Background: an optimization exercise with open tools, aiming at small area. Do not read the settings as production practice. Where RTL was checked, it was by simulation tests only, not by an equivalence proof against the original. No functional check of the RTL was part of run 3. Power is estimated from default activity; no workload was simulated.

**standard.sh**
```bash
#!/bin/bash
# synth_recipe.tcl (not shown) runs the flow's synth.tcl, then flattens the netlist and writes it again
# the make line also repeats each setting of config.mk as NAME=value (left out here)
make -C /OpenROAD-flow-scripts/flow DESIGN_CONFIG=/design/flow/config.mk WORK_HOME=/design/flow/orfs CLKGATE_MAP_FILE= SYNTH_SCRIPT=/design/flow/synth_recipe.tcl "${@:-finish}"
```
**design.v**
```verilog
`timescale 1ns/1ps
package mflow_pkg;
   typedef logic [31:0] word_t;
   typedef logic [31:0] addr_t;
   typedef logic [31:0] vid_t;
   typedef logic [31:0] ts_t;
   typedef logic [2:0]  ttype_t;
   typedef struct packed {
      logic [63:0] args;
      ttype_t      ttype;
      vid_t        object;
      ts_t         ts;
   } task_t;
   typedef struct packed {
      addr_t addr;
   } rd_req_t;
   typedef struct packed {
      word_t data;
      addr_t addr;
   } wr_req_t;
   typedef struct packed {
      word_t data;    
      addr_t addr;
   } undo_entry_t;
   localparam ttype_t DISCHARGE_TASK  = 3'd0;
   localparam ttype_t GET_HEIGHT_TASK = 3'd1;
   localparam ttype_t PUSH_TASK       = 3'd2;
   localparam ttype_t RECEIVE_TASK    = 3'd3;
   localparam int VID_EXCESS_OFFSET = 0;
   localparam int VID_HEIGHT_OFFSET = 8;
   localparam int FLOW_BASE_WORD = 4;
   localparam int VERTEX_SHIFT = 6;    
endpackage
`timescale 1ns/1ps
module mflow_top (
   input  logic        clk,
   input  logic        rstn,
   input  logic        start,
   input  logic [31:0] task_in_ts,
   input  logic [31:0] task_in_object,
   input  logic [2:0]  task_in_ttype,
   input  logic [63:0] task_in_args,
   output logic        done,
   output logic        idle,
   output logic [31:0] task_out_ts,
   output logic [31:0] task_out_object,
   output logic [2:0]  task_out_ttype,
   output logic [63:0] task_out_args,
   output logic        task_out_valid,
   input  logic        task_out_ready,
   output logic [31:0] mem_rd_addr,
   output logic        mem_rd_valid,
   input  logic        mem_rd_ready,
   input  logic [31:0] mem_rd_data,
   input  logic        mem_rd_resp_valid,
   output logic [31:0] mem_wr_addr,
   output logic [31:0] mem_wr_data,
   output logic        mem_wr_valid,
   input  logic        mem_wr_ready,
   output logic [31:0] undo_addr,
   output logic [31:0] undo_data,
   output logic        undo_valid,
   input  logic        undo_ready
);
   localparam logic [4:0] S_HW0  = 5'd0,    
                          S_H0   = 5'd1,    
                          S_HW1  = 5'd2,    
                          S_H1   = 5'd3,    
                          S_HW2  = 5'd4,    
                          S_H2   = 5'd5,    
                          S_HW3  = 5'd6,    
                          S_IDLE = 5'd7,
                          S_WA   = 5'd8,    
                          S_GW   = 5'd9,    
                          S_GH   = 5'd10,   
                          S_RE   = 5'd11,   
                          S_SE   = 5'd12,   
                          S_RF   = 5'd13,   
                          S_UF   = 5'd14,   
                          S_SUB  = 5'd15,   
                          S_WF   = 5'd16,   
                          S_MV   = 5'd17,   
                          S_UE   = 5'd18,   
                          S_ADD  = 5'd19,   
                          S_WE   = 5'd20,   
                          S_D1   = 5'd21,   
                          S_D2   = 5'd22,   
                          S_CH   = 5'd23,   
                          S_FIN  = 5'd24;
   logic [4:0]  state, nstate;
   logic        wt;         
   logic [4:0]  ph;         
   logic        arm;        
   logic [31:0] brg, srg, krg, erg;   
   logic [31:0] r_ts;       
   logic [31:0] r_ob;       
   logic [31:0] r_x;        
   logic [31:0] r_d;        
   logic [3:0]  idx;
   logic [5:0]  dl;         
   logic        dcf;        
   logic        nes, nek;   
   logic        nz;         
   wire rdst = (state == S_H0) || (state == S_H1) || (state == S_H2) ||
               (state == S_GH) || (state == S_RE) || (state == S_RF);
   wire resp = mem_rd_resp_valid && wt && rdst;
   wire acc  = start && idle;
   wire win  = arm;                   
   wire wend = arm && (ph == 5'd31);  
   wire hw   = (state[4:3] == 2'b00) && !state[0] && (state != S_HW3);
   wire sub  = (state == S_SUB);
   wire xb   = r_x[0] ^ sub;
   wire dcin = (ph == 5'd0) ? sub : dcf;
   wire dsb  = r_d[0] ^ xb ^ dcin;
   wire dco  = (r_d[0] & xb) | (r_d[0] & dcin) | (xb & dcin);
   wire etop = (state == S_MV) || (state == S_D1);
   wire dtop = etop ? erg[0] : dsb;
   wire [4:0] fo = {1'b0, idx} + 5'd4;        
   logic fbit;                                
   always_comb begin
      case (ph)
         5'd2:    fbit = fo[0];
         5'd3:    fbit = fo[1];
         5'd4:    fbit = fo[2];
         5'd5:    fbit = fo[3];
         5'd6:    fbit = fo[4];
         default: fbit = 1'b0;
      endcase
   end
   logic ox, oy, oc0;
   always_comb begin
      ox  = r_ob[0];
      oy  = 1'b0;
      oc0 = 1'b0;
      case (state)
         S_WA:  begin ox = (ph >= 5'd6) && dl[0]; oy = brg[0]; end
         S_GW:  oy = (ph == 5'd3);
         S_SE:  oy = fbit;
         S_MV:  begin oy = !fbit;   oc0 = 1'b1; end
         S_D1:  begin oy = !brg[0]; oc0 = 1'b1; end
         default: ;
      endcase
   end
   wire ocin = (ph == 5'd0) ? oc0 : dcf;
   wire osb  = ox ^ oy ^ ocin;
   wire oco  = (ox & oy) | (ox & ocin) | (oy & ocin);
   wire hbit = ((ph == 5'd2) && state[1]) || ((ph == 5'd3) && state[2]);
   wire otop = hw ? hbit : ((state == S_D2) ? dl[0] : osb);
   wire oshift = win && (hw || (state == S_WA) || (state == S_GW) || (state == S_SE) ||
                         (state == S_MV) || (state == S_D1) ||
                         ((state == S_D2) && (ph < 5'd6)));
   wire vb   = r_ob[0];
   wire ds   = srg[0] ^ vb;
   wire dk   = krg[0] ^ vb;
   wire act = !nz && nes && nek;
   assign idle           = (state == S_IDLE);
   assign done           = (state == S_FIN);
   assign mem_rd_valid   = rdst && !wt;
   assign mem_rd_addr    = r_ob;
   assign undo_valid     = (state == S_UF) || (state == S_UE);
   assign undo_addr      = r_ob;
   assign undo_data      = r_d;
   assign mem_wr_valid   = (state == S_WF) || (state == S_WE);
   assign mem_wr_addr    = r_ob;
   assign mem_wr_data    = r_d;
   assign task_out_valid = (state == S_CH);
   assign task_out_ts     = r_ts;
   assign task_out_object = r_ob;
   assign task_out_ttype  = {1'b0, wt, 1'b0};
   assign task_out_args   = {r_x, r_d};
   wire rd_go = mem_rd_valid && mem_rd_ready;
   wire isw = (state == S_HW0) || (state == S_HW1) || (state == S_HW2) || (state == S_HW3) ||
              (state == S_WA) || (state == S_GW) || (state == S_SE) || (state == S_SUB) ||
              (state == S_MV) || (state == S_ADD) || (state == S_D1) || (state == S_D2);
   wire adv = (isw && wend) || resp || (undo_valid && undo_ready) ||
              (mem_wr_valid && mem_wr_ready) || (task_out_valid && task_out_ready) ||
              (idle && start);
   always_comb begin
      if (state == S_FIN)
         nstate = S_IDLE;
      else if (idle && start && task_in_ttype != 3'd1 && task_in_ttype != 3'd3)
         nstate = S_FIN;
      else if (state == S_WA && wend && !wt)
         nstate = S_RE;
      else if (state == S_GH && resp)
         nstate = S_CH;
      else if (state == S_WE && mem_wr_ready && !act)
         nstate = S_FIN;
      else if (adv)
         nstate = state + 5'd1;
      else
         nstate = state;
   end
   wire chg    = adv || (state == S_FIN);
   wire dshift = win && ((state == S_HW1) || (state == S_HW2) || (state == S_HW3) ||
                         (state == S_SE) || (state == S_SUB) || (state == S_MV) ||
                         (state == S_ADD) || (state == S_D1));
   always_ff @(posedge clk) begin
      if (!rstn) begin
         state <= S_HW0;
         wt    <= 1'b0;
         arm   <= 1'b0;
         ph    <= 5'd0;
      end else begin
         state <= nstate;
         ph    <= ph + 5'd1;
         arm   <= !chg && (arm || (ph == 5'd31));
         if (acc)   wt <= (task_in_ttype == 3'd1);
         if (state == S_WA && wend) wt <= 1'b0;
         if (rd_go) wt <= 1'b1;
         if (resp)  wt <= (state == S_GH);
         if (state == S_CH && task_out_ready) wt <= 1'b0;
      end
   end
   always_ff @(posedge clk) begin
      brg  <= {(state == S_HW1 && win) ? r_d[0] : brg[0], brg[31:1]};
      srg  <= {(state == S_HW2 && win) ? r_d[0] : srg[0], srg[31:1]};
      krg  <= {(state == S_HW3 && win) ? r_d[0] : krg[0], krg[31:1]};
      erg  <= {(state == S_SE && win)  ? r_d[0] : erg[0], erg[31:1]};
      if (acc) begin
         r_ts <= task_in_ts;
         r_ob <= task_in_object;
         r_x  <= task_in_args[63:32];
         r_d  <= task_in_args[31:0];
         idx  <= task_in_args[3:0];
      end
      if (state == S_GH && rd_go) r_ob <= r_d;
      if (resp) r_d <= mem_rd_data;
      if (dshift) r_d <= {dtop, r_d[31:1]};
      if (oshift) r_ob <= {otop, r_ob[31:1]};
      if (win && ((state == S_SUB) || (state == S_ADD))) begin
         r_x <= {r_x[0], r_x[31:1]};
         dcf <= dco;
      end
      if (win && ((state == S_WA) || (state == S_GW) || (state == S_SE) ||
                  (state == S_MV) || (state == S_D1))) dcf <= oco;
      if (win && ((state == S_WA) || ((state == S_D2) && (ph < 5'd6))))
         dl <= {r_ob[0], dl[5:1]};
      if (state == S_WA && win) begin
         nes <= (ph == 5'd0) ? ds : (nes || ds);
         nek <= (ph == 5'd0) ? dk : (nek || dk);
      end
      if (state == S_SE && win) nz <= (ph == 5'd0) ? r_d[0] : (nz || r_d[0]);
      if (state == S_ADD && wend) r_x <= r_ts;
   end
endmodule
```
**config.mk**
```make
export PLATFORM = sky130hd
export DESIGN_NAME = mflow_top
export DESIGN_NICKNAME = mflow_top
export VERILOG_FILES = /design/flow/design.v
export SDC_FILE = /design/flow/constraint.sdc
export NUM_CORES = 4
export LEC_CHECK = 0
export CAP_MARGIN = 20
export CORE_MARGIN = 2
export CORE_UTILIZATION = 40
export CTS_BUF_LIST = sky130_fd_sc_hd__clkbuf_8
export CTS_CLUSTER_DIAMETER = 70
export CTS_CLUSTER_SIZE = 14
export SLEW_MARGIN = 20
```
**flow/restructure.tcl**
```tcl
# Remap the synthesized netlist's combinational logic for area.
set plat $::env(FLOW_HOME)/platforms/$::env(FLOW_PLATFORM)
set res orfs/results/$::env(FLOW_PLATFORM)/mflow_top/base
read_liberty $plat/lib/sky130_fd_sc_hd__tt_025C_1v80.lib
read_db $res/1_synth.odb
read_sdc $res/1_synth.sdc
set_dont_use [get_lib_cells {*/sky130_fd_sc_hd__probe_p_8 */sky130_fd_sc_hd__probec_p_8 */sky130_fd_sc_hd__lpflow_*}]
source $plat/setRC.tcl
report_design_area
file mkdir restructure_work
restructure -target area -liberty_file restructure.lib \
   -tielo_port sky130_fd_sc_hd__conb_1/LO -tiehi_port sky130_fd_sc_hd__conb_1/HI \
   -work_dir restructure_work
report_design_area
report_worst_slack
write_db $res/1_synth.odb
```
**flow/filter_lib.awk**
```
# Drop the cells the platform marks don't-use (lpflow and probe cells) from a liberty file.
/^[ \t]*cell[ \t]*\(/ {
   if ($0 ~ /sky130_fd_sc_hd__(lpflow_|probe)/) { skip = 1; depth = 0 }
}
{
   if (skip) {
      n = gsub(/\{/, "{"); m = gsub(/\}/, "}");
      depth += n - m;
      if (depth <= 0 && (n > 0 || m > 0)) { skip = 0 }
      next
   }
   print
}
```
**flow/run.sh**
```bash
#!/bin/bash
set -euo pipefail
export BUFFER_PORTS_ARGS="-buffer_cell sky130_fd_sc_hd__buf_1"
bash standard.sh synth > standard_synth.log 2>&1
awk -f flow/filter_lib.awk "$FLOW_HOME/platforms/$FLOW_PLATFORM/lib/sky130_fd_sc_hd__tt_025C_1v80.lib" > restructure.lib
openroad -no_init -exit flow/restructure.tcl > restructure.log 2>&1
bash standard.sh finish > standard_finish.log 2>&1
```
**constraint.sdc**
```tcl
create_clock -name core_clock -period 10.0 [get_ports {clk}]
set_input_delay 2.0000 -clock core_clock [delete_from_list [all_inputs] [get_ports {clk}]]
set_output_delay 2.0000 -clock core_clock [all_outputs]
set_load 0.01 [all_outputs]
```
==> summary.txt, run 1 <==
Outcome
  • Run status: complete, no violations

Drt
  • Total Wirelength: around 36 mm
  • DR pass1 iterations: 5
  • Post-route ant nets: 0
  • Via count: 8,198
  • DRC Markers: 0
  • Starting DRT DRC Count: 736
  • Avg WL per Cell: about 23 um
  • Vias per cell: 5.30

Flow run
  • # Max-Cap Violations: 0

Placement
  • Post-DP Area: 11,900 um^2
  • I/O Buffers: 465
  • Placer congestion estimate: 0.938
  • Final HPWL DP: ~27 mm
  • DP Worst Slack: 4320 ps

Setup path
  • Critical Path Source Type: flop
  • Worst Path Max Fanout: 6
  • Arr. time, crit path: 2600 ps
  • Most frequent CP cell: clkinv_1
  • CP max stage delay: about 460 ps
  • Worst path slowest cell: dfxtp_1
  • Buffers and inverters on the worst path: 4
  • Crit. End Element: primary output
  • Crit-path leading delay family: simple AND/OR/NAND/NOR gates
  • Worst Path Required: approximately 8000 ps
  • WS Path Type: reg2out
  • Crit path cell chain: clkinv_1 > nor2_1 > clkinv_1 > nor2_1 > clkinv_1 > nor3_1 > buf_1

Floorplan
  • Die H: 164 um
  • Core area: 25,100 um^2
  • Die X: 164 um
  • # IOs: 468
  • Row cnt: 58
  • Starting Density: 0.406
  • Die footprint: 26,800 um^2

Global routing
  • Global-route wire length before repair: between 40 and 50 mm
  • Initial antenna violation count: 4
  • Largest net degree at the start of global routing: 65
  • Number of global-route vias before repair: about 7,300
  • Gr ovfl total: 0
  • All-Layer GR Usage: 0.251

Power and ir drop
  • P_leak: 4.12 nW
  • Tot Pwr: 1.91 mW
  • Max VDD drop: 101 uV
  • PwrDens: 154 nW/um^2

Clock network
  • # hold bufs at CTS: 0
  • Root Driver: clkbuf_8
  • # resized after CTS: 0
  • CTS tree: built
  • Clock buffer depth: 3
  • Clock sink count: 282
  • Total CTS buffers: 24
  • Clk latency of the worst-skew pair: 560 ps
  • Post-CTS Setup Inserts: 0
  • Max H-tree Level: 1
  • Clk slew on worst S/H paths: around 100 ps

Hold path
  • Min-delay worst type: reg2reg

STA
  • Skew final: 26.5 ps
  • Setup_tns: 0 ps
  • Slew headroom: 0.342
  • Max-slew violations: 0
  • Final WS setup: ~5400 ps
  • RSZ-0062 raised after global routing: no
  • Peak Freq: between 0.2 and 0.25 GHz
  • Fin. Hold Viols: 0
  • Post-layout min period: 4600 ps
  • Worst Tran Pin Value: 988 ps
  • Setup violators final: 0
  • Final cycle utilization of the critical path: 0.460

Cells and area
  • Layout cells sized above 1: 0.0386
  • Final instance area: 12,400 um^2
  • P&R area growth vs syn: 21.4%
  • Post-layout nets: roughly 1,400
  • Commonest non-fill, non-tap cell in the layout: buf_1
  • Most frequent cells in the layout: buf_1, edfxtp_1, dfxtp_1

Yosys
  • Post-Syn Instances: 862
  • Synthesized area: 10,200 um^2
  • Syn Area/Cell: 11.8 um^2
  • Yosys warnings: 1
  • Mapped Nets: 1,033
[stage by stage]
step                hold slack (ps)  std cells  utilization
floorplan                       310        862            -
global placement                311       1502        0.472
detailed placement              312       1504        0.474
CTS                             324       1546        0.492
global route                    322       1548        0.493
finish                          309       1548        0.493
[sequential cells by signal, indices dropped and copies added, names as in the netlist, 5 cells and up]
name,count
brg,32
r_ob,32
ph,5
r_x,32
krg,32
r_ts,32
erg,32
srg,32
dl,6
state,5
r_d,32
[final cells by class]
cell class	count	area [um^2]
timing repair buffer	475	1880
clock buffer	25	344
multi-input combinational	374	2410
clock inverter	17	100
antenna	1	2.50
fill	2307	12700
inverter	44	165
sequential	282	7070
tap	330	413
[layer usage]
metal | share of wire | global-route usage | wire length (um)
met1 | 0.41 | 0.344 | 14500
met2 | 0.44 | 0.387 | 15700
met3 | 0.12 | 0.0765 | 4350
met4 | 0.025 | 0.0710 | 904
met5 | 0.00082 | 0 | 29
[worst paths after layout]
check	start	end	slack, ps	depth (start not counted)
setup / recovery	state[1]$_SDFFE_PN0P_	idle	5400	7
hold / removal	brg[10]$_DFF_P_	brg[9]$_DFF_P_	310	0
setup reg to reg	state[2]$_SDFFE_PN0P_	r_ob[15]$_DFFE_PP_	5870	8
hold reg to reg	brg[10]$_DFF_P_	brg[9]$_DFF_P_	310	0
[report_power, final]
| part | internal (mW) | switching, mW |
|---|---|---|
| clock | 0.260 | 0.372 |
| combinational | 0.0367 | 0.0317 |
| sequential | 1.21 | 0.00115 |
==> run 2, diff against run 1 <==
==> config.mk (replaced) <==
export PLATFORM = sky130hd
export DESIGN_NAME = mflow_top
export DESIGN_NICKNAME = mflow_top
export VERILOG_FILES = /design/flow/design.v
export SDC_FILE = /design/flow/constraint.sdc
export NUM_CORES = 4
export LEC_CHECK = 0
export CAP_MARGIN = 0
export CORE_MARGIN = 2
export CORE_UTILIZATION = 60
export CTS_BUF_LIST = sky130_fd_sc_hd__clkbuf_8
export CTS_CLUSTER_DIAMETER = 70
export CTS_CLUSTER_SIZE = 14
export SLEW_MARGIN = 0
==> run 2 against run 1 <==
Net effect:
- still clean on timing, DRC and antenna
- hold slack better by 9.3 ps
- global-route usage up 14 points
- combinational power about the same
- clock-buffer cell count unchanged
- sequential power about the same
- sequential share of layout area up 1.1 points
- final area down 1.8%
- synthesized area unchanged
- non-clock buffer count down 1
==> summary.txt, run 2 <==
Outcome
  • Run status: complete, no violations

STA
  • Worst Tran Pin Value: 1070 ps (+86.9 ps)
  • Fin. Hold Viols: 0 (unchanged)
  • Skew final: 36.1 ps (+9.57 ps)
  • Post-layout min period: 4760 ps (+167 ps)
  • Final cycle utilization of the critical path: 0.476 (+0.0167)
  • RSZ-0062 raised after global routing: no
  • Peak Freq: 0.210 GHz (-3.5%)
  • Slew headroom: 0.279 (-0.0623)
  • Max-slew violations: 0 (unchanged)
  • Setup violators final: 0 (unchanged)
  • Setup_tns: 0 ps (unchanged)
  • Hold WS: 319 ps (+9.27 ps)

Cells and area
  • Finished Core Util: 0.733 (+0.240)
  • N_diodes: 0 (-1)
  • Post-layout nets: 1,371 (-0.073%)
  • Commonest non-fill, non-tap cell in the layout: buf_1
  • Layout cells sized above 1: 0.0353 (-0.00329)
  • P&R area growth vs syn: 19.2%
  • Most frequent cells in the layout: buf_1, edfxtp_1, dfxtp_1

Yosys
  • Yosys warnings: 1 (unchanged)
  • Synthesized area: 10,200 um^2 (unchanged)
  • Post-Syn Instances: 862 (unchanged)
  • Syn Area/Cell: 11.8 um^2 (unchanged)
  • Mapped Nets: 1,033 (unchanged)

Floorplan
  • Starting Density: 0.615 (+0.209)
  • Row cnt: 47 (-19%)
  • Die X: 134 um (-18%)
  • Core area: 16,600 um^2 (-34%)
  • Die H: 134 um (-18%)
  • Die footprint: 18,100 um^2 (-33%)
  • # IOs: 468 (unchanged)

Clock network
  • CTS tree: built
  • Clock buffer depth: 3 (unchanged)
  • # hold bufs at CTS: 0 (unchanged)
  • # resized after CTS: 0 (unchanged)
  • Post-CTS Setup Inserts: 0 (unchanged)
  • Clk latency of the worst-skew pair: 560 ps (about the same)
  • Clock sink count: 282 (unchanged)
  • Total CTS buffers: 24 (unchanged)
  • Clk slew on worst S/H paths: 100 ps (about the same)
  • Max H-tree Level: 1 (unchanged)
  • Root Driver: clkbuf_8

Setup path
  • Cell count of the worst reg-to-reg path: 9 (+1)
  • Critical Path Source Type: flop
  • Critical path startpoint: state[2]$_SDFFE_PN0P_
  • Arr. time, crit path: 4920 ps (+2320 ps)
  • Capture point of the worst reg-to-reg path: r_ob[14]$_DFFE_PP_
  • Worst Path Max Fanout: 33 (+27)
  • FF-to-FF Start: state[2]$_SDFFE_PN0P_
  • WS Path Type: reg2reg
  • CP endpoint: r_ob[14]$_DFFE_PP_
  • R2R Setup Slk: 5240 ps (-630 ps)
  • Crit. End Element: flop
  • Worst Path Required: 10,160 ps (+2160 ps)

Placement
  • Final HPWL DP: 28.2 mm (+5.9%)
  • Placer congestion estimate: 0.971 (+3.5%)
  • I/O Buffers: 465 (unchanged)

Global routing
  • Gr ovfl total: 0 (unchanged)
  • GR Layer Usage met2: 0.645 (+0.258)
  • GRT Max-Usage Layer: met2
  • Number of global-route vias before repair: 7,829 (+7.7%)
  • Largest net degree at the start of global routing: 65 (unchanged)
  • Met3 usage: 0.0650 (-0.0115)
  • Initial antenna violation count: 0 (-4)
  • All-Layer GR Usage: 0.394 (+0.143)
  • Global-route wire length before repair: 50.6 mm (+3.8%)
  • Grt met1 use: 0.469 (+0.126)

Flow run
  • # Max-Cap Violations: 0 (unchanged)

Power and ir drop
  • PwrDens: 155 nW/um^2 (+0.17%)
  • Comb pwr share: 0.036 (about the same)
  • Sequential share of power: 0.644 (+0.010)
  • Internal: 1.48 mW (-1.7%)
  • Psw: 0.398 mW (-1.7%)
  • P_leak: 4.09 nW (-0.82%)
  • Sw Ratio: 0.212 (about the same)
  • Clock share of power: 0.319 (-0.012)
  • Max VDD drop: 116 uV (+15%)

Drt
  • Avg WL per Cell: 25.8 um (+12%)
  • Post-route ant nets: 0 (unchanged)
  • Starting DRT DRC Count: 786 (+6.8%)
  • DRC Markers: 0 (unchanged)
  • Via count: 8,520 (+3.9%)
  • Vias per cell: 5.93 (+12%)
  • Total Wirelength: 37.0 mm (+4.2%)
  • DR pass1 iterations: 5 (unchanged)

Hold path
  • Min-delay worst type: reg2reg
run 2: layout make-up:
type	count	area, um^2
sequential	282	7070
fill	1233	4420
multi-input combinational	374	2410
timing repair buffer	474	1810
clock buffer	25	344
tap	220	275
inverter	44	165
clock inverter	18	80.1
run 2: how the worst min path moves through the flow:
stage | startpoint | end | slack (ps) | cells past startpoint
after detailed placement | brg[24]$_DFF_P_ | brg[23]$_DFF_P_ | 310 | 0
after CTS | erg[5]$_DFF_P_ | erg[4]$_DFF_P_ | 320 | 0
after global routing | erg[5]$_DFF_P_ | erg[4]$_DFF_P_ | 330 | 0
final | erg[5]$_DFF_P_ | erg[4]$_DFF_P_ | 320 | 0
after floorplan | brg[1]$_DFF_P_ | brg[0]$_DFF_P_ | 310 | 0
after global placement | erg[24]$_DFF_P_ | erg[23]$_DFF_P_ | 310 | 0
run 2: critical path, stage by stage (launching register included):
cell and delay (ps):
dfxtp_1 640, clkinv_1 360, nand2_1 270, nor2_1 110, nor3_1 280, nand2_1 150, nor2_4 720, clkinv_1 740
buf_4 430, nand3_2 600
run 2: power by group through the flow:
stage	Sequential, mW	Clock [mW]	Combinational, mW
2_1_floorplan	1.24	0	0.0330
3_3_place_gp	1.24	0	0.0654
3_5_place_dp	1.24	0	0.0665
4_1_cts	1.21	0.606	0.0673
5_1_grt	1.21	0.648	0.0748
6_report	1.21	0.600	0.0684
run 2: routing by layer:
metal / vias up / wire length, um
met5: - / 0
met4: 0 / 3340
met3: 105 / 3430
met2: 592 / 17500
met1: 4071 / 12700
li1: 3752 / -
run 2: metrics by stage:
step | instance area (um^2) | cells | total power [mW] | setup WS (ps)
floorplan | 10200 | 862 | 1.27 | 2110
global placement | 11700 | 1394 | 1.30 | 5020
global route | 12200 | 1437 | 1.93 | 4970
finish | 12200 | 1437 | 1.88 | 5240
CTS | 12200 | 1437 | 1.89 | 5420
detailed placement | 11700 | 1394 | 1.31 | 4980
==> run 3, diff against run 2 <==
--- a/design.v
+++ b/design.v
@@ -71,22 +71,21 @@
                           S_HW3  = 5'd6,    
                           S_IDLE = 5'd7,
                           S_WA   = 5'd8,    
-                          S_GW   = 5'd9,    
-                          S_GH   = 5'd10,   
-                          S_RE   = 5'd11,   
-                          S_SE   = 5'd12,   
-                          S_RF   = 5'd13,   
-                          S_UF   = 5'd14,   
-                          S_SUB  = 5'd15,   
-                          S_WF   = 5'd16,   
-                          S_MV   = 5'd17,   
-                          S_UE   = 5'd18,   
-                          S_ADD  = 5'd19,   
-                          S_WE   = 5'd20,   
-                          S_D1   = 5'd21,   
-                          S_D2   = 5'd22,   
-                          S_CH   = 5'd23,   
-                          S_FIN  = 5'd24;
+                          S_GH   = 5'd9,    
+                          S_RE   = 5'd10,   
+                          S_SE   = 5'd11,   
+                          S_RF   = 5'd12,   
+                          S_UF   = 5'd13,   
+                          S_SUB  = 5'd14,   
+                          S_WF   = 5'd15,   
+                          S_MV   = 5'd16,   
+                          S_UE   = 5'd17,   
+                          S_ADD  = 5'd18,   
+                          S_WE   = 5'd19,   
+                          S_D1   = 5'd20,   
+                          S_D2   = 5'd21,   
+                          S_CH   = 5'd22,   
+                          S_FIN  = 5'd23;
    logic [4:0]  state, nstate;
    logic        wt;         
    logic [4:0]  ph;         
@@ -133,8 +132,7 @@
       oy  = 1'b0;
       oc0 = 1'b0;
       case (state)
-         S_WA:  begin ox = (ph >= 5'd6) && dl[0]; oy = brg[0]; end
-         S_GW:  oy = (ph == 5'd3);
+         S_WA:  begin ox = (ph >= 5'd6) ? dl[0] : (wt && ph == 5'd3); oy = brg[0]; end
          S_SE:  oy = fbit;
          S_MV:  begin oy = !fbit;   oc0 = 1'b1; end
          S_D1:  begin oy = !brg[0]; oc0 = 1'b1; end
@@ -146,7 +144,7 @@
    wire oco  = (ox & oy) | (ox & ocin) | (oy & ocin);
    wire hbit = ((ph == 5'd2) && state[1]) || ((ph == 5'd3) && state[2]);
    wire otop = hw ? hbit : ((state == S_D2) ? dl[0] : osb);
-   wire oshift = win && (hw || (state == S_WA) || (state == S_GW) || (state == S_SE) ||
+   wire oshift = win && (hw || (state == S_WA) || (state == S_SE) ||
                          (state == S_MV) || (state == S_D1) ||
                          ((state == S_D2) && (ph < 5'd6)));
    wire vb   = r_ob[0];
@@ -170,7 +168,7 @@
    assign task_out_args   = {r_x, r_d};
    wire rd_go = mem_rd_valid && mem_rd_ready;
    wire isw = (state == S_HW0) || (state == S_HW1) || (state == S_HW2) || (state == S_HW3) ||
-              (state == S_WA) || (state == S_GW) || (state == S_SE) || (state == S_SUB) ||
+              (state == S_WA) || (state == S_SE) || (state == S_SUB) ||
               (state == S_MV) || (state == S_ADD) || (state == S_D1) || (state == S_D2);
    wire adv = (isw && wend) || resp || (undo_valid && undo_ready) ||
               (mem_wr_valid && mem_wr_ready) || (task_out_valid && task_out_ready) ||
@@ -232,7 +230,7 @@
          r_x <= {r_x[0], r_x[31:1]};
          dcf <= dco;
       end
-      if (win && ((state == S_WA) || (state == S_GW) || (state == S_SE) ||
+      if (win && ((state == S_WA) || (state == S_SE) ||
                   (state == S_MV) || (state == S_D1))) dcf <= oco;
       if (win && ((state == S_WA) || ((state == S_D2) && (ph < 5'd6))))
          dl <= {r_ob[0], dl[5:1]};
--- a/config.mk
+++ b/config.mk
@@ -5,10 +5,10 @@
 export SDC_FILE = /design/flow/constraint.sdc
 export NUM_CORES = 4
 export LEC_CHECK = 0
-export CAP_MARGIN = 0
+export CAP_MARGIN = 20
 export CORE_MARGIN = 2
-export CORE_UTILIZATION = 60
+export CORE_UTILIZATION = 40
 export CTS_BUF_LIST = sky130_fd_sc_hd__clkbuf_8
 export CTS_CLUSTER_DIAMETER = 70
 export CTS_CLUSTER_SIZE = 14
-export SLEW_MARGIN = 0
+export SLEW_MARGIN = 20
==> run 3 against run 2 <==
Net effect:
- cell count grew 7.4%
- worst setup slack gained 59 ps
- clock power increased by 2%
- routed wire length is 4.3% lower
- still clean on timing, DRC and antenna
- total power grew 0.37%
- via count fell by 4.9%
- final area increased by 1.3%
==> summary.txt, run 3 <==
Cells and area
  • N_diodes: 0 (unchanged)
  • Post-layout nets: 1,367 (-0.29%)
  • Layout cells sized above 1: 0.0387 (+0.00341)
  • Most frequent cells in the layout: buf_1, edfxtp_1, dfxtp_1
  • Commonest non-fill, non-tap cell in the layout: buf_1
  • Fillcell total: 2,411 (+96%)
  • Final instance area: 12,300 um^2 (+1.3%)
  • P&R area growth vs syn: 21.0%

Clock network
  • Clock sink count: 282 (unchanged)
  • Clk latency of the worst-skew pair: 550 ps (about the same)
  • # resized after CTS: 0 (unchanged)
  • Root Driver: clkbuf_8
  • Clock buffer depth: 3 (unchanged)
  • Total CTS buffers: 24 (unchanged)
  • CTS tree: built
  • Max H-tree Level: 1 (unchanged)
  • Post-CTS Setup Inserts: 0 (unchanged)
  • Clk slew on worst S/H paths: 100 ps (about the same)
  • # hold bufs at CTS: 0 (unchanged)

Yosys
  • Post-Syn Instances: 856 (-0.70%)
  • Syn Area/Cell: 11.9 um^2 (+0.47%)
  • Mapped Nets: 1,027 (-0.58%)
  • Yosys warnings: 1 (unchanged)
  • Synthesized area: 10,200 um^2 (-0.23%)

Drt
  • DRC Markers: 0 (unchanged)
  • Starting DRT DRC Count: 580 (-26%)
  • DR pass1 iterations: 4 (-1)
  • Avg WL per Cell: 22.9 um (-11%)
  • Via count: 8,102 (-4.9%)
  • Post-route ant nets: 0 (unchanged)
  • Vias per cell: 5.25 (-11%)
  • Total Wirelength: 35.4 mm (-4.3%)

Setup path
  • Crit. End Element: primary output
  • Critical Path Source Type: flop
  • Arr. time, crit path: 2700 ps (-2220 ps)
  • Worst Path Required: 8000 ps (-2160 ps)
  • WS Path Type: reg2out
  • Worst Path Max Fanout: 7 (-79%)

Power and ir drop
  • Tot Pwr: 1.89 mW (+0.37%)
  • P_leak: 3.92 nW (-4.2%)
  • Max VDD drop: 81.2 uV (-30%)
  • PwrDens: 153 nW/um^2 (-0.91%)

Placement
  • Post-DP Area: 11,900 um^2 (+1.1%)
  • Final HPWL DP: 26.7 mm (-5.5%)
  • Placer congestion estimate: 0.965 (-0.57%)
  • I/O Buffers: 465 (unchanged)

Floorplan
  • Starting Density: 0.405 (-0.210)
  • # IOs: 468 (unchanged)
  • Core area: 25,100 um^2 (+51%)
  • Die footprint: 26,700 um^2 (+48%)
  • Die H: 164 um (+22%)
  • Die X: 164 um (+22%)
  • Row cnt: 58 (+23%)

Global routing
  • Largest net degree at the start of global routing: 65 (unchanged)
  • All-Layer GR Usage: 0.253 (-0.141)
  • Number of global-route vias before repair: 7,474 (-4.5%)
  • Global-route wire length before repair: 48.7 mm (-3.7%)
  • Initial antenna violation count: 0 (unchanged)
  • Gr ovfl total: 0 (unchanged)

Outcome
  • Run status: complete, no violations

Hold path
  • Min-delay worst type: reg2reg

Flow run
  • # Max-Cap Violations: 0 (unchanged)

STA
  • Worst Tran Pin Value: 931 ps (-143 ps)
  • Peak Freq: 0.213 GHz (+1.3%)
  • RSZ-0062 raised after global routing: no
  • Setup violators final: 0 (unchanged)
  • Max-slew violations: 0 (unchanged)
  • Fin. Hold Viols: 0 (unchanged)
  • Post-layout min period: 4700 ps (-58.8 ps)
  • Setup_tns: 0 ps (unchanged)
  • Final cycle utilization of the critical path: 0.470 (-0.00588)
  • Slew headroom: 0.379 (+0.0998)
  • Skew final: 26.2 ps (-9.93 ps)
-- run 3: report_power, final --
group / internal (mW) / switching [mW] / leakage (nW)
registers: 1.21 / 0.000948 / 2.40
logic: 0.0360 / 0.0296 / 1.24
clock network: 0.243 / 0.368 / 0.278
-- run 3: stage by stage --
step | worst slack, ps | hold WS (ps) | util | std cells
after global routing | 5050 | 323 | 0.490 | 1543
after floorplan | 2200 | 310 | - | 856
after detailed placement | 4800 | 312 | 0.472 | 1499
final | 5300 | 312 | 0.490 | 1543
after CTS | 5310 | 314 | 0.489 | 1542
after global placement | 4850 | 311 | 0.471 | 1498
-- run 3: layout make-up --
type | instances | area [um^2] | share of cell area
multi-input combinational | 372 | 2390 | 0.194
clock inverter | 17 | 71.3 | 0.00579
timing repair buffer | 476 | 1870 | 0.151
clock buffer | 26 | 358 | 0.0291
sequential | 282 | 7070 | 0.574
inverter | 40 | 150 | 0.0122
tap | 330 | 413 | 0.0335
-- run 3: critical path: stages (launching register included) --
cell	delay, ps
dfxtp_1	500
clkinv_1	200
nor2_1	380
nor2_1	130
o311ai_0	670
nor2_1	110
buf_1	160
-- run 3: path summary, 6_finish.rpt --
| kind | startpoint | to | slack, ps | cells after the start |
|---|---|---|---|---|
| setup / recovery | state[0]$_SDFFE_PN0P_ | mem_rd_valid | 5300 | 6 |
| hold / removal | krg[1]$_DFF_P_ | krg[0]$_DFF_P_ | 310 | 0 |
| setup reg to reg | state[0]$_SDFFE_PN0P_ | r_d[13]$_DFFE_PP_ | 5780 | 8 |
| hold reg to reg | krg[1]$_DFF_P_ | krg[0]$_DFF_P_ | 310 | 0 |
-- run 3: routing by layer --
| metal | global-route usage | up-vias | share of wire |
|---|---|---|---|
| li1 | - | 3748 | - |
| met4 | 0.0953 | 0 | 0.038 |
| met2 | 0.403 | 425 | 0.46 |
| met5 | 0 | - | 0 |
| met3 | 0.0714 | 46 | 0.096 |
| met1 | 0.329 | 3883 | 0.41 |
==> run 4, diff against run 3 <==
--- a/design.v
+++ b/design.v
@@ -211,6 +211,7 @@
       end
    end
    always_ff @(posedge clk) begin
+      dcf  <= ((state == S_SUB) || (state == S_ADD)) ? dco : oco;
       brg  <= {(state == S_HW1 && win) ? r_d[0] : brg[0], brg[31:1]};
       srg  <= {(state == S_HW2 && win) ? r_d[0] : srg[0], srg[31:1]};
       krg  <= {(state == S_HW3 && win) ? r_d[0] : krg[0], krg[31:1]};
@@ -226,12 +227,7 @@
       if (resp) r_d <= mem_rd_data;
       if (dshift) r_d <= {dtop, r_d[31:1]};
       if (oshift) r_ob <= {otop, r_ob[31:1]};
-      if (win && ((state == S_SUB) || (state == S_ADD))) begin
-         r_x <= {r_x[0], r_x[31:1]};
-         dcf <= dco;
-      end
-      if (win && ((state == S_WA) || (state == S_SE) ||
-                  (state == S_MV) || (state == S_D1))) dcf <= oco;
+      if (win && ((state == S_SUB) || (state == S_ADD))) r_x <= {r_x[0], r_x[31:1]};
       if (win && ((state == S_WA) || ((state == S_D2) && (ph < 5'd6))))
          dl <= {r_ob[0], dl[5:1]};
       if (state == S_WA && win) begin
==> run 4 against run 3 <==
Net effect:
- still clean
- fmax down 0.95%
- flip-flop and latch count unchanged
- worst setup slack worse by 45 ps
- register-to-register slack better by 20 ps
- sequential share of layout area up 0.45 points
- total power about the same
- largest cell class unchanged
==> summary.txt, run 4 <==
Outcome
  • Run status: complete, no violations

Power and ir drop
  • Max VDD drop: 122 uV (+50%)
  • Internal: 1.48 mW (-0.79%)
  • Psw: 0.408 mW (+2.5%)
  • Sw Ratio: 0.216 (+0.00549)
  • Sequential share of power: 0.642 (about the same)
  • P_leak: 3.98 nW (+1.6%)
  • Tot Pwr: 1.89 mW (about the same)
  • PwrDens: 155 nW/um^2 (+0.84%)
  • Comb pwr share: 0.035 (about the same)
  • Clock share of power: 0.323 (about the same)

Floorplan
  • Core area: 25,000 um^2 (-0.58%)
  • Row cnt: 58 (unchanged)
  • # IOs: 468 (unchanged)
  • Die X: 163 um (-0.42%)
  • Die footprint: 26,500 um^2 (-0.83%)
  • Die H: 163 um (-0.42%)
  • Starting Density: 0.404 (-0.00110)

Placement
  • Placer congestion estimate: 0.934 (-3.2%)
  • I/O Buffers: 465 (unchanged)
  • Final HPWL DP: 26.7 mm (about the same)
  • Placed Instances: 1,531 (+2.1%)
  • DP Worst Slack: 4470 ps (-332 ps)

Yosys
  • Yosys warnings: 1 (unchanged)
  • Synthesized area: 10,100 um^2 (-0.85%)
  • Mapped Nets: 1,058 (+3.0%)
  • Syn Area/Cell: 11.4 um^2 (-4.3%)
  • Post-Syn Instances: 887 (+3.6%)

Clock network
  • # resized after CTS: 0 (unchanged)
  • Post-CTS Setup Inserts: 0 (unchanged)
  • Clk latency of the worst-skew pair: 570 ps (+20 ps)
  • Clk slew on worst S/H paths: 100 ps (about the same)
  • Total CTS buffers: 24 (unchanged)
  • Max H-tree Level: 1 (unchanged)
  • # hold bufs at CTS: 0 (unchanged)
  • CTS tree: built
  • Clock buffer depth: 3 (unchanged)
  • Root Driver: clkbuf_8
  • Clock sink count: 282 (unchanged)

Drt
  • Post-route ant nets: 0 (unchanged)
  • DR pass1 iterations: 5 (+1)
  • Avg WL per Cell: 22.5 um (-1.7%)
  • Starting DRT DRC Count: 892 (+54%)
  • Total Wirelength: 35.5 mm (+0.16%)
  • DRC Markers: 0 (unchanged)
  • Via count: 8,265 (+2.0%)
  • Vias per cell: 5.25 (about the same)

Setup path
  • Worst Path Max Fanout: 23 (+16)
  • WS Path Type: in2reg
  • Critical Path Source Type: input pin
  • Crit. End Element: flop
  • Arr. time, crit path: 5180 ps (+2480 ps)
  • R2R Setup Slk: 5800 ps (+20 ps)
  • Worst Path Required: 10,430 ps (+2430 ps)

Cells and area
  • Layout cells sized above 1: 0.0378 (-0.000905)
  • Commonest non-fill, non-tap cell in the layout: buf_1
  • Area of the multi-input gates: 2330 um^2 (-2.5%)
  • Fillcell total: 2,372 (-1.6%)
  • Layout Cells excl Fill: 1,573 (+1.9%)
  • FF+latch area: 7060 um^2 (-0.14%)
  • P&R area growth vs syn: 20.9% (about the same)
  • Most frequent cells in the layout: buf_1, dfxtp_1, edfxtp_1
  • Post-layout nets: 1,398 (+2.3%)

STA
  • Slew headroom: 0.380 (+0.000489)
  • Post-layout min period: 4750 ps (+45.1 ps)
  • Hold WS: 309 ps (-3.36 ps)
  • Setup violators final: 0 (unchanged)
  • Setup_tns: 0 ps (unchanged)
  • RSZ-0062 raised after global routing: no
  • Peak Freq: 0.211 GHz (-0.95%)
  • Final cycle utilization of the critical path: 0.475 (+0.00451)
  • Worst Tran Pin Value: 930 ps (-1.80 ps)
  • Final WS setup: 5250 ps (-45.1 ps)
  • Max-slew violations: 0 (unchanged)
  • Fin. Hold Viols: 0 (unchanged)
  • Skew final: 35.6 ps (+9.46 ps)

Hold path
  • Min-delay worst type: reg2reg

Global routing
  • Largest net degree at the start of global routing: 66 (+1.5%)
  • Global-route wire length before repair: 48.2 mm (-1.0%)
  • Initial antenna violation count: 2 (+2)
  • All-Layer GR Usage: 0.249 (-0.00386)
  • Gr ovfl total: 0 (unchanged)
  • Number of global-route vias before repair: 7,297 (-2.4%)

Flow run
  • # Max-Cap Violations: 0 (unchanged)
run 4: worst paths after layout:
check | start | to | cells past startpoint
setup / recovery | mem_rd_resp_valid | state[0]$_SDFFE_PN0P_ | 12
hold / removal | erg[27]$_DFF_P_ | erg[26]$_DFF_P_ | 0
setup reg to reg | state[1]$_SDFFE_PN0P_ | r_d[1]$_DFFE_PP_ | 9
hold reg to reg | erg[27]$_DFF_P_ | erg[26]$_DFF_P_ | 0
run 4: area by class of cell:
cell class                      count  share of cell area
Clock inverter                     16             0.00584
Clock buffer                       25              0.0282
Multi-Input combinational cell    402               0.191
Sequential cell                   282               0.578
Tap cell                          330              0.0338
Inverter                           41              0.0126
Antenna cell                        1            0.000205
Timing Repair Buffer              476               0.150
run 4: worst max-delay path, stage by stage:
cell and delay [ps]:
buf_1 120, clkinv_1 150, nor4_4 720, buf_4 410
clkinv_1 450, buf_4 390, o2111ai_1 230, clkinv_1 250
nor2_1 190, o22ai_1 90, nor2_1 100, nor4_1 50
run 4: power groups by stage:
| stage | clock network (mW) | logic (mW) | registers [mW] |
|---|---|---|---|
| floorplan | 0 | 0.0291 | 1.24 |
| global placement | 0 | 0.0636 | 1.24 |
| detailed placement | 0 | 0.0644 | 1.24 |
| CTS | 0.626 | 0.0648 | 1.21 |
| global route | 0.669 | 0.0715 | 1.21 |
| finish | 0.609 | 0.0654 | 1.21 |
run 4: per-stage QoR:
step / cell area [um^2] / utilization
final: 12200 / 0.489
after detailed placement: 11800 / 0.472
after CTS: 12200 / 0.488
after global routing: 12200 / 0.489
after floorplan: 10100 / -
after global placement: 11800 / 0.472
run 4: metal layers:
layer / part of all wire / up-vias / wire length, um / GRT usage
li1: - / 3825 / - / -
met1: 0.41 / 3914 / 14400 / 0.340
met5: 0 / - / 0 / 0
met3: 0.16 / 42 / 5640 / 0.148
met2: 0.41 / 484 / 14700 / 0.339
met4: 0.021 / 0 / 729 / 0.0519
==> run 5, diff against run 4 <==
--- a/config.mk
+++ b/config.mk
@@ -5,6 +5,7 @@
 export SDC_FILE = /design/flow/constraint.sdc
 export NUM_CORES = 4
 export LEC_CHECK = 0
+export ABC_AREA = 1
 export CAP_MARGIN = 20
 export CORE_MARGIN = 2
 export CORE_UTILIZATION = 40
==> run 5 against run 4 <==
Net effect:
- highest routed layer is now met5
- die area fell by 0.12%
- total power is 0.29% lower
- routed wire length decreased by 6.7%
- cell count is 2.1% lower
- final area about the same
- non-clock buffer count unchanged
- critical path depth decreased by 7
- clock skew shrank 4.5 ps
- hold slack better by 5.5 ps
- first-iteration DRC count is 22% lower
- via count fell by 3.0%
==> summary.txt, run 5 <==
Outcome
  • Run status: complete, no violations

Placement
  • Placed Instances: 1,497 (-2.2%)
  • Placer congestion estimate: 0.931 (-0.36%)
  • Final HPWL DP: 24.8 mm (-6.8%)
  • I/O Buffers: 465 (unchanged)

Clock network
  • Root Driver: clkbuf_8
  • Clk latency of the worst-skew pair: 560 ps (about the same)
  • Clock buffer depth: 3 (unchanged)
  • # hold bufs at CTS: 0 (unchanged)
  • Clock sink count: 282 (unchanged)
  • Post-CTS Setup Inserts: 0 (unchanged)
  • # resized after CTS: 0 (unchanged)
  • Max H-tree Level: 1 (unchanged)
  • Total CTS buffers: 24 (unchanged)
  • CTS tree: built
  • Clk slew on worst S/H paths: 100 ps (about the same)

STA
  • Setup_tns: 0 ps (unchanged)
  • Worst Tran Pin Value: 873 ps (-56.2 ps)
  • Skew final: 31.1 ps (-4.52 ps)
  • Final cycle utilization of the critical path: 0.425 (-0.0503)
  • Fin. Hold Viols: 0 (unchanged)
  • Peak Freq: 0.236 GHz (+12%)
  • Slew headroom: 0.416 (+0.0361)
  • Setup violators final: 0 (unchanged)
  • Max-slew violations: 0 (unchanged)
  • Post-layout min period: 4250 ps (-503 ps)
  • RSZ-0062 raised after global routing: no

Floorplan
  • Starting Density: 0.404 (-0.000501)
  • Core area: 25,000 um^2 (unchanged)
  • # IOs: 468 (unchanged)
  • Die H: 163 um (about the same)
  • Die X: 163 um (about the same)
  • Die footprint: 26,500 um^2 (-0.12%)
  • Row cnt: 58 (unchanged)

Yosys
  • Yosys warnings: 1 (unchanged)
  • Syn Area/Cell: 11.8 um^2 (+3.7%)
  • Synthesized area: 10,100 um^2 (-0.12%)
  • Post-Syn Instances: 854 (-3.7%)
  • Mapped Nets: 1,025 (-3.1%)

Global routing
  • All-Layer GR Usage: 0.236 (-0.0134)
  • GR Layer Usage met2: 0.382 (+0.0428)
  • Initial antenna violation count: 1 (-1)
  • Number of global-route vias before repair: 7,179 (-1.6%)
  • GRT Max-Usage Layer: met2
  • Global-route wire length before repair: 46.0 mm (-4.6%)
  • Largest net degree at the start of global routing: 66 (unchanged)
  • Grt met1 use: 0.328 (-0.0119)
  • Met3 usage: 0.0512 (-0.0970)
  • Gr ovfl total: 0 (unchanged)

Drt
  • Post-route ant nets: 0 (unchanged)
  • Starting DRT DRC Count: 700 (-22%)
  • Via count: 8,018 (-3.0%)
  • Total Wirelength: 33.1 mm (-6.7%)
  • Vias per cell: 5.21 (-0.91%)
  • Avg WL per Cell: 21.5 um (-4.7%)
  • DR pass1 iterations: 5 (unchanged)
  • DRC Markers: 0 (unchanged)

Cells and area
  • Layout Cells excl Fill: 1,540 (-2.1%)
  • Most frequent cells in the layout: buf_1, dfxtp_1, edfxtp_1
  • P&R area growth vs syn: 21.0% (about the same)
  • Layout cells sized above 1: 0.0388 (+0.00100)
  • Post-layout nets: 1,365 (-2.4%)
  • N_diodes: 0 (-1)
  • Commonest non-fill, non-tap cell in the layout: buf_1

Power and ir drop
  • PwrDens: 154 nW/um^2 (-0.21%)
  • Max VDD drop: 80.1 uV (-34%)
  • P_leak: 3.83 nW (-3.8%)

Setup path
  • Worst Path Required: 8000 ps (-2430 ps)
  • Crit. End Element: primary output
  • Arr. time, crit path: 2250 ps (-2930 ps)
  • Critical Path Source Type: flop
  • Worst Path Max Fanout: 6 (-74%)
  • WS Path Type: reg2out

Hold path
  • Min-delay worst type: reg2reg

Flow run
  • # Max-Cap Violations: 0 (unchanged)
[run 5: cell count changes in the layout (fill, tap and decap cells not counted), sizes merged, moves of 5 or more]
| cell | previous run | this run |
|---|---|---|
| o22ai | 103 | 98 |
| o21ai | 11 | 46 |
| nand2 | 13 | 47 |
| o2bb2ai | 36 | 66 |
| clkinv | 43 | 38 |
| a21oi | 67 | 4 |
| nor2 | 102 | 41 |
[run 5: layer usage]
| metal | wire [um] | up-vias |
|---|---|---|
| li1 | - | 3734 |
| met2 | 15100 | 410 |
| met1 | 14600 | 3840 |
| met3 | 2780 | 32 |
| met4 | 569 | 2 |
| met5 | 12 | - |
[run 5: layout make-up]
type	instances	area [um^2]
fill	2352	12800
sequential	282	7060
multi-input combinational	373	2320
timing repair buffer	476	1850
tap	330	413
clock buffer	25	344
inverter	37	139
clock inverter	17	71.3
[run 5: power breakdown]
group	total, mW	switching [mW]	leakage [nW]	internal (mW)
Sequential	1.21	0.00108	2.40	1.21
Combinational	0.0667	0.0328	1.16	0.0340
Clock	0.602	0.368	0.268	0.234
[run 5: final timing paths]
| kind | start | endpoint | slack [ps] | cells after the start |
|---|---|---|---|---|
| setup / recovery | state[1]$_SDFFE_PN0P_ | done | 5750 | 5 |
| setup reg to reg | state[0]$_SDFFE_PN0P_ | r_d[4]$_DFFE_PP_ | 6240 | 10 |
| hold / removal | srg[10]$_DFF_P_ | srg[9]$_DFF_P_ | 310 | 0 |
| hold reg to reg | srg[10]$_DFF_P_ | srg[9]$_DFF_P_ | 310 | 0 |
[run 5: through the flow]
| step | hold slack, ps | total power, mW | utilization | setup slack (ps) | area, um^2 |
|---|---|---|---|---|---|
| global placement | 311 | 1.30 | 0.471 | 5460 | 11700 |
| detailed placement | 312 | 1.30 | 0.471 | 5420 | 11700 |
| global route | 315 | 1.95 | 0.488 | 5480 | 12200 |
| CTS | 314 | 1.90 | 0.487 | 5690 | 12200 |
| floorplan | 310 | 1.27 | - | 3940 | 10100 |
| finish | 314 | 1.88 | 0.488 | 5750 | 12200 |
[run 5: worst max-delay path, cell delays in order, from the launching register on]
cell	delay, ps
dfxtp_1	410
clkinv_1	220
nor2_1	300
clkinv_1	250
nor2_1	280
buf_1	270
==> run 6, diff against run 5 <==
==> config.mk (replaced) <==
export PLATFORM = sky130hd
export DESIGN_NAME = mflow_top
export DESIGN_NICKNAME = mflow_top
export VERILOG_FILES = /design/flow/design.v
export SDC_FILE = /design/flow/constraint.sdc
export NUM_CORES = 4
export LEC_CHECK = 0
export CAP_MARGIN = 0
export CORE_MARGIN = 2
export CORE_UTILIZATION = 60
export CTS_BUF_LIST = sky130_fd_sc_hd__clkbuf_8
export CTS_CLUSTER_DIAMETER = 70
export CTS_CLUSTER_SIZE = 14
export SLEW_MARGIN = 0
==> run 6 against run 5 <==
Net effect:
- still clean on timing, DRC and antenna
- clock power is 4.8% higher
- routed wire length is 15% higher
- synthesized area is 0.12% higher
- critical path depth is 1 higher
- sequential power hardly changed
- hold slack better by 1.2 ps
- critical path type is now in2reg
- critical endpoint is now r_d[4]$_DFFE_PP_
- largest power group unchanged
==> summary.txt, run 6 <==
Outcome
  • Run status: complete, no violations

Clock network
  • Post-CTS Setup Inserts: 0 (unchanged)
  • Max H-tree Level: 1 (unchanged)
  • Clock buffer depth: 3 (unchanged)
  • Clock sink count: 282 (unchanged)
  • Root Driver: clkbuf_8
  • # resized after CTS: 0 (unchanged)
  • # hold bufs at CTS: 0 (unchanged)
  • Clk slew on worst S/H paths: 100 ps (about the same)
  • CTS tree: built
  • Clk latency of the worst-skew pair: 550 ps (about the same)
  • Total CTS buffers: 24 (unchanged)

Setup path
  • Arr. time, crit path: 5080 ps (+2830 ps)
  • Critical Path Source Type: input pin
  • Buffers and inverters on the worst path: 4 (+1)
  • Worst Path Max Fanout: 35 (+29)
  • Capture point of the worst reg-to-reg path: r_ob[28]$_DFFE_PP_
  • WS Path Type: in2reg
  • Crit. End Element: flop
  • FF-to-FF Start: state[1]$_SDFFE_PN0P_
  • Cell count of the worst reg-to-reg path: 10 (unchanged)
  • Crit-path leading delay family: buffers and inverters
  • Most frequent CP cell: clkinv_1
  • Worst Path Required: 10,170 ps (+2170 ps)
  • Critical path startpoint: mem_rd_resp_valid
  • Worst path slowest cell: nand3_2
  • Crit path cell chain: buf_1 > clkinv_1 > nor4_2 > buf_4 > clkinv_1 > nand3_2
  • CP max stage delay: 1120 ps (+710 ps)
  • R2R Setup Slk: 5350 ps (-890 ps)

Cells and area
  • P&R area growth vs syn: 19.6%
  • Layout cells sized above 1: 0.0346 (-0.00419)
  • Commonest non-fill, non-tap cell in the layout: buf_1
  • Final instance area: 12,100 um^2 (-1.0%)
  • Most frequent cells in the layout: buf_1, dfxtp_1, edfxtp_1
  • Finished Core Util: 0.730 (+0.242)
  • Post-layout nets: 1,395 (+2.2%)

STA
  • Slew headroom: 0.206 (-0.210)
  • Fin. Hold Viols: 0 (unchanged)
  • Setup violators final: 0 (unchanged)
  • Post-layout min period: 4900 ps (+655 ps)
  • Setup_tns: 0 ps (unchanged)
  • Worst Tran Pin Value: 1180 ps (+310 ps)
  • Skew final: 19.0 ps (-12.1 ps)
  • Max-slew violations: 0 (unchanged)
  • RSZ-0062 raised after global routing: no
  • Final cycle utilization of the critical path: 0.490 (+0.0655)
  • Peak Freq: 0.204 GHz (-13%)

Global routing
  • Number of global-route vias before repair: 7,874 (+9.7%)
  • All-Layer GR Usage: 0.411 (+0.175)
  • Grt met1 use: 0.554 (+0.226)
  • Initial antenna violation count: 2 (+1)
  • Met3 usage: 0.132 (+0.0812)
  • Gr ovfl total: 0 (unchanged)
  • GRT Max-Usage Layer: met2
  • Global-route wire length before repair: 52.1 mm (+13%)
  • Largest net degree at the start of global routing: 66 (unchanged)
  • GR Layer Usage met2: 0.610 (+0.228)

Hold path
  • Hold endpoint: erg[7]$_DFF_P_
  • Min-delay worst type: reg2reg
  • Hold path startpoint: erg[8]$_DFF_P_
  • Hold-critical path depth: 0 (unchanged)

Floorplan
  • Die H: 134 um (-18%)
  • Die X: 134 um (-18%)
  • Die footprint: 17,900 um^2 (-33%)
  • Row cnt: 47 (-19%)
  • Core area: 16,500 um^2 (-34%)
  • # IOs: 468 (unchanged)
  • Starting Density: 0.611 (+0.207)

Yosys
  • Synthesized area: 10,100 um^2 (+0.12%)
  • Yosys warnings: 1 (unchanged)
  • Syn Area/Cell: 11.4 um^2 (-3.6%)
  • Post-Syn Instances: 887 (+3.9%)
  • Mapped Nets: 1,058 (+3.2%)

Placement
  • Final HPWL DP: 29.0 mm (+17%)
  • Post-DP Area: 11,600 um^2 (-1.1%)
  • I/O Buffers: 465 (unchanged)
  • Placer congestion estimate: 1.04 (+11%)

Drt
  • Vias per cell: 6.08 (+17%)
  • Total Wirelength: 38.2 mm (+15%)
  • DRC Markers: 0 (unchanged)
  • Avg WL per Cell: 26.1 um (+21%)
  • Via count: 8,901 (+11%)
  • DR pass1 iterations: 6 (+1)
  • Post-route ant nets: 0 (unchanged)
  • Starting DRT DRC Count: 995 (+42%)

Flow run
  • # Max-Cap Violations: 0 (unchanged)

Power and ir drop
  • PwrDens: 158 nW/um^2 (+2.5%)
  • Tot Pwr: 1.91 mW (+1.4%)
  • Max VDD drop: 126 uV (+57%)
  • P_leak: 3.99 nW (+4.2%)
-- run 6: changes by cell type in the layout (fill, tap and decap cells not counted), moves of 4 or more --
| cell | previous run | this run |
|---|---|---|
| a21oi_1 | 4 | 67 |
| clkinv_1 | 37 | 41 |
| nand2_1 | 46 | 13 |
| nand4_1 | 4 | 0 |
| nor2_1 | 39 | 101 |
| o21ai_0 | 46 | 9 |
| o22ai_1 | 98 | 103 |
| o2bb2ai_1 | 66 | 36 |
-- run 6: area by class of cell --
class	count	area [um^2]
Multi-Input combinational cell	402	2320
Timing Repair Buffer	473	1810
Clock inverter	18	98.8
Antenna cell	3	7.51
Tap cell	220	275
Clock buffer	25	344
Fill cell	1208	4460
Sequential cell	282	7060
Inverter	41	154
-- run 6: stage by stage --
step | hold WS, ps | setup slack (ps) | instances
2_1_floorplan | 310 | 2210 | 887
3_3_place_gp | 310 | 4590 | 1418
3_5_place_dp | 312 | 4490 | 1418
4_1_cts | 325 | 5070 | 1461
5_1_grt | 331 | 4950 | 1462
6_report | 315 | 5100 | 1464
-- run 6: how the worst max path moves through the flow --
stage                                       end  cells after the start
after CTS                     r_d[25]$_DFFE_PP_                      6
after global routing      state[0]$_SDFFE_PN0P_                     11
after floorplan                r_d[0]$_DFFE_PP_                      4
final                          r_d[4]$_DFFE_PP_                      6
after global placement        r_d[22]$_DFFE_PP_                      6
after detailed placement       r_d[6]$_DFFE_PP_                      6
-- run 6: routing by layer --
metal | up-vias | wire (um)
li1 | 3804 | -
met1 | 4193 | 13800
met2 | 783 | 17300
met3 | 119 | 5170
met4 | 2 | 1930
met5 | - | 13
-- run 6: worst register-to-register path, cell delays in order, from the launching register on --
cell and delay [ps]:
dfxtp_1 390, clkinv_1 200, nor2_1 190, nor2_1 270, nor3_1 110, nor3_1 280
nand2_1 170, nor3_2 160, buf_4 400, clkinv_1 1000, nand3_2 1080
-- run 6: report_power, final --
group          switching [mW]  total [mW]  internal (mW)
clock network           0.371       0.631          0.260
logic                  0.0322      0.0653         0.0331
registers             0.00110        1.21           1.21
==> run 7, diff against run 6 <==
--- a/design.v
+++ b/design.v
@@ -72,20 +72,21 @@
                           S_IDLE = 5'd7,
                           S_WA   = 5'd8,    
                           S_GH   = 5'd9,    
-                          S_RE   = 5'd10,   
-                          S_SE   = 5'd11,   
-                          S_RF   = 5'd12,   
-                          S_UF   = 5'd13,   
-                          S_SUB  = 5'd14,   
-                          S_WF   = 5'd15,   
-                          S_MV   = 5'd16,   
-                          S_UE   = 5'd17,   
-                          S_ADD  = 5'd18,   
-                          S_WE   = 5'd19,   
-                          S_D1   = 5'd20,   
-                          S_D2   = 5'd21,   
-                          S_CH   = 5'd22,   
-                          S_FIN  = 5'd23;
+                          S_GE   = 5'd10,   
+                          S_RE   = 5'd11,   
+                          S_SE   = 5'd12,   
+                          S_RF   = 5'd13,   
+                          S_UF   = 5'd14,   
+                          S_SUB  = 5'd15,   
+                          S_WF   = 5'd16,   
+                          S_MV   = 5'd17,   
+                          S_UE   = 5'd18,   
+                          S_ADD  = 5'd19,   
+                          S_WE   = 5'd20,   
+                          S_D1   = 5'd21,   
+                          S_D2   = 5'd22,   
+                          S_CH   = 5'd23,   
+                          S_FIN  = 5'd24;
    logic [4:0]  state, nstate;
    logic        wt;         
    logic [4:0]  ph;         
@@ -143,8 +144,8 @@
    wire osb  = ox ^ oy ^ ocin;
    wire oco  = (ox & oy) | (ox & ocin) | (oy & ocin);
    wire hbit = ((ph == 5'd2) && state[1]) || ((ph == 5'd3) && state[2]);
-   wire otop = hw ? hbit : ((state == S_D2) ? dl[0] : osb);
-   wire oshift = win && (hw || (state == S_WA) || (state == S_SE) ||
+   wire otop = hw ? hbit : ((state == S_D2) ? dl[0] : ((state == S_GE) ? erg[0] : osb));
+   wire oshift = win && (hw || (state == S_WA) || (state == S_SE) || (state == S_GE) ||
                          (state == S_MV) || (state == S_D1) ||
                          ((state == S_D2) && (ph < 5'd6)));
    wire vb   = r_ob[0];
@@ -168,7 +169,7 @@
    assign task_out_args   = {r_x, r_d};
    wire rd_go = mem_rd_valid && mem_rd_ready;
    wire isw = (state == S_HW0) || (state == S_HW1) || (state == S_HW2) || (state == S_HW3) ||
-              (state == S_WA) || (state == S_SE) || (state == S_SUB) ||
+              (state == S_WA) || (state == S_GE) || (state == S_SE) || (state == S_SUB) ||
               (state == S_MV) || (state == S_ADD) || (state == S_D1) || (state == S_D2);
    wire adv = (isw && wend) || resp || (undo_valid && undo_ready) ||
               (mem_wr_valid && mem_wr_ready) || (task_out_valid && task_out_ready) ||
@@ -180,7 +181,7 @@
          nstate = S_FIN;
       else if (state == S_WA && wend && !wt)
          nstate = S_RE;
-      else if (state == S_GH && resp)
+      else if (state == S_GE && wend)
          nstate = S_CH;
       else if (state == S_WE && mem_wr_ready && !act)
          nstate = S_FIN;
@@ -190,7 +191,7 @@
          nstate = state;
    end
    wire chg    = adv || (state == S_FIN);
-   wire dshift = win && ((state == S_HW1) || (state == S_HW2) || (state == S_HW3) ||
+   wire dshift = win && ((state == S_HW1) || (state == S_HW2) || (state == S_HW3) || (state == S_WA) ||
                          (state == S_SE) || (state == S_SUB) || (state == S_MV) ||
                          (state == S_ADD) || (state == S_D1));
    always_ff @(posedge clk) begin
@@ -215,7 +216,7 @@
       brg  <= {(state == S_HW1 && win) ? r_d[0] : brg[0], brg[31:1]};
       srg  <= {(state == S_HW2 && win) ? r_d[0] : srg[0], srg[31:1]};
       krg  <= {(state == S_HW3 && win) ? r_d[0] : krg[0], krg[31:1]};
-      erg  <= {(state == S_SE && win)  ? r_d[0] : erg[0], erg[31:1]};
+      erg  <= {((state == S_SE || state == S_WA) && win) ? r_d[0] : erg[0], erg[31:1]};
       if (acc) begin
          r_ts <= task_in_ts;
          r_ob <= task_in_object;
@@ -223,7 +224,6 @@
          r_d  <= task_in_args[31:0];
          idx  <= task_in_args[3:0];
       end
-      if (state == S_GH && rd_go) r_ob <= r_d;
       if (resp) r_d <= mem_rd_data;
       if (dshift) r_d <= {dtop, r_d[31:1]};
       if (oshift) r_ob <= {otop, r_ob[31:1]};
--- a/config.mk
+++ b/config.mk
@@ -5,10 +5,10 @@
 export SDC_FILE = /design/flow/constraint.sdc
 export NUM_CORES = 4
 export LEC_CHECK = 0
-export CAP_MARGIN = 0
+export CAP_MARGIN = 20
 export CORE_MARGIN = 2
-export CORE_UTILIZATION = 60
+export CORE_UTILIZATION = 40
 export CTS_BUF_LIST = sky130_fd_sc_hd__clkbuf_8
 export CTS_CLUSTER_DIAMETER = 70
 export CTS_CLUSTER_SIZE = 14
-export SLEW_MARGIN = 0
+export SLEW_MARGIN = 20
==> run 7 against run 6 <==
Net effect:
- first-iteration DRC count shrank 40%
- clock skew down 2.2 ps
- clock-buffer cell count grew 1
- via count shrank 14%
- worst setup slack improved by 130 ps
- flip-flop and latch count unchanged
- sequential power hardly changed
- critical path type is now reg2out
- highest routed layer is now met4
==> summary.txt, run 7 <==
Outcome
  • Run status: complete, no violations

STA
  • Setup violators final: 0 (unchanged)
  • Final WS setup: 5230 ps (+133 ps)
  • RSZ-0062 raised after global routing: no
  • Max-slew violations: 0 (unchanged)
  • Skew final: 16.8 ps (-2.23 ps)
  • Setup_tns: 0 ps (unchanged)
  • Worst Tran Pin Value: 1020 ps (-168 ps)
  • Final cycle utilization of the critical path: 0.477 (-0.0133)
  • Peak Freq: 0.210 GHz (+2.8%)
  • Slew headroom: 0.319 (+0.113)
  • Fin. Hold Viols: 0 (unchanged)
  • Post-layout min period: 4770 ps (-133 ps)

Clock network
  • Total CTS buffers: 24 (unchanged)
  • # resized after CTS: 0 (unchanged)
  • Clk slew on worst S/H paths: 100 ps (about the same)
  • Clock sink count: 282 (unchanged)
  • CTS tree: built
  • # hold bufs at CTS: 0 (unchanged)
  • Root Driver: clkbuf_8
  • Clk latency of the worst-skew pair: 550 ps (about the same)
  • Post-CTS Setup Inserts: 0 (unchanged)
  • Clock buffer depth: 3 (unchanged)
  • Max H-tree Level: 1 (unchanged)

Setup path
  • CP max stage delay: 450 ps (-670 ps)
  • WS Path Type: reg2out
  • Critical Path Source Type: flop
  • Crit path cell chain: clkinv_1 > nor2_1 > clkinv_1 > nor2_1 > clkinv_1 > nor3_1 > buf_1
  • Worst Path Required: 8000 ps (-2170 ps)
  • Arr. time, crit path: 2770 ps (-2310 ps)
  • Most frequent CP cell: clkinv_1
  • Crit. End Element: primary output
  • Worst path slowest cell: dfxtp_1
  • Worst Path Max Fanout: 7 (-80%)

Placement
  • Placed Instances: 1,436 (+1.3%)
  • DP Worst Slack: 5420 ps (+932 ps)
  • I/O Buffers: 465 (unchanged)
  • Final HPWL DP: 20.9 mm (-28%)
  • Placer congestion estimate: 0.927 (-11%)

Cells and area
  • P&R area growth vs syn: 21.0%
  • Most frequent cells in the layout: buf_1, dfxtp_1, edfxtp_1
  • Layout cells sized above 1: 0.0381 (+0.00341)
  • Fillcell total: 2,258 (+87%)
  • Commonest non-fill, non-tap cell in the layout: buf_1
  • Post-layout nets: 1,310 (-6.1%)
  • Layout Cells excl Fill: 1,480 (+1.1%)
  • FF+latch area: 7060 um^2 (unchanged)
  • N_diodes: 0 (-3)
  • Area of the multi-input gates: 2190 um^2 (-5.9%)

Yosys
  • Post-Syn Instances: 800 (-9.8%)
  • Yosys warnings: 1 (unchanged)
  • Synthesized area: 9980 um^2 (-1.1%)
  • Syn Area/Cell: 12.5 um^2 (+9.7%)
  • Mapped Nets: 971 (-8.2%)

Floorplan
  • Starting Density: 0.409 (-0.201)
  • Core area: 24,400 um^2 (+48%)
  • Row cnt: 57 (+21%)
  • # IOs: 468 (unchanged)
  • Die H: 162 um (+21%)
  • Die footprint: 26,200 um^2 (+47%)
  • Die X: 162 um (+21%)

Power and ir drop
  • Tot Pwr: 1.87 mW (-1.8%)
  • Max VDD drop: 63.8 uV (-49%)
  • PwrDens: 155 nW/um^2 (-1.9%)
  • P_leak: 3.90 nW (-2.3%)

Drt
  • Via count: 7,622 (-14%)
  • DRC Markers: 0 (unchanged)
  • Post-route ant nets: 0 (unchanged)
  • Avg WL per Cell: 19.4 um (-26%)
  • Starting DRT DRC Count: 598 (-40%)
  • Total Wirelength: 28.7 mm (-25%)
  • DR pass1 iterations: 6 (unchanged)
  • Vias per cell: 5.15 (-15%)

Flow run
  • # Max-Cap Violations: 0 (unchanged)

Global routing
  • Initial antenna violation count: 0 (-2)
  • Largest net degree at the start of global routing: 65 (-1.5%)
  • Gr ovfl total: 0 (unchanged)
  • Number of global-route vias before repair: 6,873 (-13%)
  • All-Layer GR Usage: 0.204 (-0.206)
  • Global-route wire length before repair: 41.0 mm (-21%)

Hold path
  • Min-delay worst type: reg2reg
## run 7: changes by cell type in the layout (fill, tap and decap cells not counted), sizes merged, moves of 3 or more
cell	change
nor3	+7
nor2	-64
a32oi	-3
diode	-3
o21ai	+6
o22a	+64
a22oi	-4
a22o	+31
o22ai	-62
a21oi	-62
## run 7: final timing paths
path	slack [ps]	cells after the start	start	endpoint
setup / recovery	5230	7	state[0]$_SDFFE_PN0P_	idle
hold / removal	310	0	brg[13]$_DFF_P_	brg[12]$_DFF_P_
setup reg to reg	5800	8	state[2]$_SDFFE_PN0P_	r_x[20]$_DFFE_PP_
hold reg to reg	310	0	brg[13]$_DFF_P_	brg[12]$_DFF_P_
## run 7: where the power goes
part / total (mW) / internal [mW] / switching [mW]
Combinational: 0.0620 / 0.0348 / 0.0273
Sequential: 1.21 / 1.21 / 0.000953
Clock: 0.600 / 0.242 / 0.358
## run 7: critical path: cells and delay by family, from the launching register on
kind | cells | cell delay, ps
DFF | 1 | 450
and+or+nand+nor | 3 | 930
buffers and inverters | 4 | 840
## run 7: final cells by class
cell class              instances  area share
clock buffers                  26      0.0296
well taps                     324      0.0336
multi-input cells             314       0.181
inverters                      42      0.0131
clock inverters                17     0.00580
repair buffers                475       0.152
flip-flops and latches        282       0.584
## run 7: routing by layer
metal	GRT usage	vias to the layer above	wire, um
li1	-	3533	-
met1	0.262	3656	11600
met2	0.349	377	14100
met3	0.0375	56	2070
met4	0.0704	0	868
met5	0	-	0
## run 7: per-stage QoR
step	util	instance area, um^2	hold WS (ps)
finish	0.495	12100	314
global route	0.495	12100	322
CTS	0.494	12000	314
detailed placement	0.476	11600	312
global placement	0.476	11600	310
floorplan	-	9980	310

Re-timed with assumed drivers on the ports (clkbuf_16 on the clock, buf_2 on other inputs), run 7 has 5.188 ns of setup slack against 5.232 ns with ideal ports, and 5.773 ns once port delays also move by the mid clock arrival of 0.585 ns.
